What follows belongs to an exercise in optimizing a design on an open flow for small area and a short achievable clock period; a production flow would make more cautious choices. Function was checked by simulation only, so behaviour that the tests miss may differ from the original.

P:
==> module apb_regbank_nand4, before the edit <==
module apb_regbank_nand4 (
  input  logic a, b, c, d,
  output logic y
);
  assign y = !(a && b && c && d);
endmodule
==> module apb_regbank_nor2, before the edit <==
module apb_regbank_nor2 (
  input  logic a, b,
  output logic y
);
  assign y = !(a || b);
endmodule
==> module apb_regbank_aoi21, before the edit <==
module apb_regbank_aoi21 (
  input  logic a1, a2, b1,
  output logic y
);
  assign y = !((a1 && a2) || b1);
endmodule
==> module apb_slave_regbank, before the edit <==
module apb_slave_regbank #(
  parameter int                          NUM_SLAVES  = 3,
  parameter int                          ADDR_WIDTH  = 32,
  parameter int                          DATA_WIDTH  = 32,
  parameter int                          DEPTH       = 16,
  parameter int                          WAIT_CYCLES = 0,
  parameter logic [DATA_WIDTH-1:0]       RESET_VALUE = '0
) (
  input  logic                    pclk,
  input  logic                    presetn,
  input  logic [NUM_SLAVES-1:0]   psel,
  input  logic                    penable,
  input  logic                    pwrite,
  input  logic [ADDR_WIDTH-1:0]   paddr,
  input  logic [DATA_WIDTH-1:0]   pwdata,
  input  logic [DATA_WIDTH/8-1:0] pstrb,
  output logic [DATA_WIDTH-1:0]   prdata,
  output logic                    pready,
  output logic                    pslverr
);
  localparam int NB  = DATA_WIDTH / 8;
  localparam int LSB = $clog2(NB);
  localparam int IW  = $clog2(DEPTH);
  localparam int NW  = NUM_SLAVES * DEPTH;
  logic [DATA_WIDTH-1:0] mem [NW];
  logic [NW-1:0]         valid;                
  logic                  wacc;                 
  logic [NUM_SLAVES-1:0] wbank_q;              
  logic [IW-1:0]         wword_q;
  logic [NB-1:0]         wstrb_q;              
  logic [NW-1:0]         wsel;                 
  logic                  acc;                  
  logic                  err_q;
  logic [DATA_WIDTH-1:0] rd_q;
  logic [IW-1:0]         word;
  logic                  setup, onehot, err;
  logic [NW-1:0]         dec;
  logic [DATA_WIDTH-1:0] rd, wd;
  assign word   = paddr[LSB +: IW];
  assign setup  = (psel != '0) && !penable;
  assign onehot = (psel != '0) && ((psel & (psel - 1'b1)) == '0);
  assign err    = !onehot || (paddr[LSB-1:0] != '0) || ((paddr >> (LSB + IW)) != '0);
  always_comb
    for (int s = 0; s < NUM_SLAVES; s++)
      for (int w = 0; w < DEPTH; w++)
        dec[s*DEPTH+w] = psel[s] && (word == IW'(w));
  logic [NW-1:0]         rsel;
  logic [DATA_WIDTH-1:0] rdn [DEPTH];
  assign rsel = dec & valid;
  for (genvar w = 0; w < DEPTH; w++) begin : g_word
    for (genvar b = 0; b < DATA_WIDTH; b++) begin : g_bit
      apb_regbank_aoi3 u_aoi (
        .a0(mem[w][b]), .s0(rsel[w]),
        .a1(mem[DEPTH + w][b]), .s1(rsel[DEPTH + w]),
        .a2(mem[2*DEPTH + w][b]), .s2(rsel[2*DEPTH + w]),
        .y(rdn[w][b]));
    end
  end
  logic rd_ok;
  assign rd_ok = !(pwrite || err);
  for (genvar b = 0; b < DATA_WIDTH; b++) begin : g_rd
    logic [3:0] t;
    logic [1:0] m;
    for (genvar k = 0; k < 4; k++) begin : g_t
      apb_regbank_nand4 u_t (.a(rdn[4*k][b]), .b(rdn[4*k+1][b]), .c(rdn[4*k+2][b]), .d(rdn[4*k+3][b]), .y(t[k]));
    end
    apb_regbank_nor2 u_m0 (.a(t[0]), .b(t[1]), .y(m[0]));
    apb_regbank_nor2 u_m1 (.a(t[2]), .b(t[3]), .y(m[1]));
    apb_regbank_aoi21 u_y (.a1(m[0]), .a2(m[1]), .b1(!rd_ok), .y(rd[b]));
  end
  always_ff @(posedge pclk) begin
    rd_q    <= rd;
    err_q   <= err;
    wbank_q <= psel;
    wword_q <= word;
    wstrb_q <= pstrb;
  end
  always_ff @(posedge pclk or negedge presetn)
    if (!presetn) begin
      acc  <= 1'b0;
      wacc <= 1'b0;
    end else begin
      acc  <= setup;
      wacc <= setup && pwrite && !err;
    end
  assign pready  = acc;
  assign pslverr = err_q;
  assign prdata  = rd_q;
  always_comb
    for (int s = 0; s < NUM_SLAVES; s++)
      for (int w = 0; w < DEPTH; w++)
        wsel[s*DEPTH+w] = wacc && wbank_q[s] && (wword_q == IW'(w));
  always_comb
    for (int b = 0; b < NB; b++) wd[8*b +: 8] = wstrb_q[b] ? pwdata[8*b +: 8] : 8'd0;
  always_ff @(posedge pclk or negedge presetn)
    if (!presetn) valid <= '0;
    else          valid <= valid | wsel;
  always_ff @(posedge pclk)
    for (int i = 0; i < NW; i++)
      for (int b = 0; b < NB; b++)
        if (wsel[i] && (wstrb_q[b] || !valid[i])) mem[i][8*b +: 8] <= wd[8*b +: 8];
endmodule
export LEC_CHECK = 0
export CAP_MARGIN = 20
export CORE_MARGIN = 2
export CORE_UTILIZATION = 30
export CTS_BUF_LIST = sky130_fd_sc_hd__clkbuf_8
export CTS_CLUSTER_DIAMETER = 60
export CTS_CLUSTER_SIZE = 16
export SETUP_SLACK_MARGIN = 3.4
export SLEW_MARGIN = 20
export SYNTH_HIERARCHICAL = 1
create_clock -name core_clock -period 6.0 [get_ports {pclk}]
run.sh (not shown) runs the stock make flow with config.mk's settings and CLKGATE_MAP_FILE= SYNTH_SCRIPT=/design/flow/synth_recipe.tcl, a recipe that flattens the netlist after the stock synthesis.
diff inputs: P => Q
==> flow/design.v, changed modules only <==
module apb_slave_regbank #(
  parameter int                          NUM_SLAVES  = 3,
  parameter int                          ADDR_WIDTH  = 32,
  parameter int                          DATA_WIDTH  = 32,
  parameter int                          DEPTH       = 16,
  parameter int                          WAIT_CYCLES = 0,
  parameter logic [DATA_WIDTH-1:0]       RESET_VALUE = '0
) (
  input  logic                    pclk,
  input  logic                    presetn,
  input  logic [NUM_SLAVES-1:0]   psel,
  input  logic                    penable,
  input  logic                    pwrite,
  input  logic [ADDR_WIDTH-1:0]   paddr,
  input  logic [DATA_WIDTH-1:0]   pwdata,
  input  logic [DATA_WIDTH/8-1:0] pstrb,
  output logic [DATA_WIDTH-1:0]   prdata,
  output logic                    pready,
  output logic                    pslverr
);
  localparam int NB  = DATA_WIDTH / 8;
  localparam int LSB = $clog2(NB);
  localparam int IW  = $clog2(DEPTH);
  localparam int NW  = NUM_SLAVES * DEPTH;
  logic [DATA_WIDTH-1:0] mem [NW];
  logic [NW-1:0]         valid;                
  logic [NUM_SLAVES-1:0] wbank_q;              
  logic [DEPTH-1:0]      wword_q;              
  logic [NB-1:0]         wstrb_q;              
  logic [NW-1:0]         wsel;                 
  logic                  acc;                  
  logic                  err_q;
  logic [DATA_WIDTH-1:0] rd_q;
  logic [IW-1:0]         word;
  logic                  setup, onehot, err;
  logic [NW-1:0]         dec;
  logic [DATA_WIDTH-1:0] rd, wd;
  assign word   = paddr[LSB +: IW];
  assign setup  = (psel != '0) && !penable;
  assign onehot = (psel != '0) && ((psel & (psel - 1'b1)) == '0);
  assign err    = !onehot || (paddr[LSB-1:0] != '0) || ((paddr >> (LSB + IW)) != '0);
  always_comb
    for (int s = 0; s < NUM_SLAVES; s++)
      for (int w = 0; w < DEPTH; w++)
        dec[s*DEPTH+w] = psel[s] && (word == IW'(w));
  logic [NW-1:0]         rsel;
  logic [DATA_WIDTH-1:0] rdn [DEPTH];
  assign rsel = dec & valid;
  for (genvar w = 0; w < DEPTH; w++) begin : g_word
    for (genvar b = 0; b < DATA_WIDTH; b++) begin : g_bit
      apb_regbank_aoi3 u_aoi (
        .a0(mem[w][b]), .s0(rsel[w]),
        .a1(mem[DEPTH + w][b]), .s1(rsel[DEPTH + w]),
        .a2(mem[2*DEPTH + w][b]), .s2(rsel[2*DEPTH + w]),
        .y(rdn[w][b]));
    end
  end
  always_comb begin
    rd = '0;
    for (int w = 0; w < DEPTH; w++) rd |= ~rdn[w];
    if (pwrite || err) rd = '0;
  end
  always_ff @(posedge pclk) begin
    rd_q    <= rd;
    err_q   <= err;
    for (int w = 0; w < DEPTH; w++) wword_q[w] <= (word == IW'(w));
    wstrb_q <= pstrb;
  end
  always_ff @(posedge pclk or negedge presetn)
    if (!presetn) begin
      acc     <= 1'b0;
      wbank_q <= '0;
    end else begin
      acc     <= setup;
      wbank_q <= (setup && pwrite && !err) ? psel : '0;
    end
  assign pready  = acc;
  assign pslverr = err_q;
  assign prdata  = rd_q;
  always_comb
    for (int s = 0; s < NUM_SLAVES; s++)
      for (int w = 0; w < DEPTH; w++)
        wsel[s*DEPTH+w] = wbank_q[s] && wword_q[w];
  always_comb
    for (int b = 0; b < NB; b++) wd[8*b +: 8] = wstrb_q[b] ? pwdata[8*b +: 8] : 8'd0;
  always_ff @(posedge pclk or negedge presetn)
    if (!presetn) valid <= '0;
    else          valid <= valid | wsel;
  always_ff @(posedge pclk)
    for (int i = 0; i < NW; i++)
      for (int b = 0; b < NB; b++)
        if (wsel[i] && (wstrb_q[b] || !valid[i])) mem[i][8*b +: 8] <= wd[8*b +: 8];
endmodule
// module apb_regbank_nand4 removed
// module apb_regbank_nor2 removed
// module apb_regbank_aoi21 removed
--- outcome ---
The higher shortest period the worst path allows came out of Q. Sequential cell area, P and Q: lower on P. Summary — utilization of the core after routing, Q relative to P: higher, by 0.89 points. [Q] global router's overall resource usage rose 4.2 points relative to P. Final sequential cell count, P and Q: smaller value in P.

## port drivers added, routing unchanged
No port has a modelled driver above. Below, the same layouts with a new extraction and two added sets of constraints.
Step 1: set_driving_cell puts a clkbuf_16 on pclk and a buf_2 on each other input, an assumption about the parent block.
Step 2, shift: input delay + t, output delay - t, t = (earliest + latest rising clock arrival at the registers) / 2. This alone moves slack from input paths to output paths.
a / b / c = no drivers / after step 1 / after step 2; a / b = the first two.
run	t, ns	setup slack, ns	worst slew at a driven data input, ns
P	0.913	3.145 / 3.145 / 2.326	0.21
Q	0.930	3.077 / 3.077 / 2.314	0.12
After both steps every run listed still meets setup and hold. The setup slack of P, which loses most, moves by 0.000 ns with the drivers and by -0.819 ns with both steps.
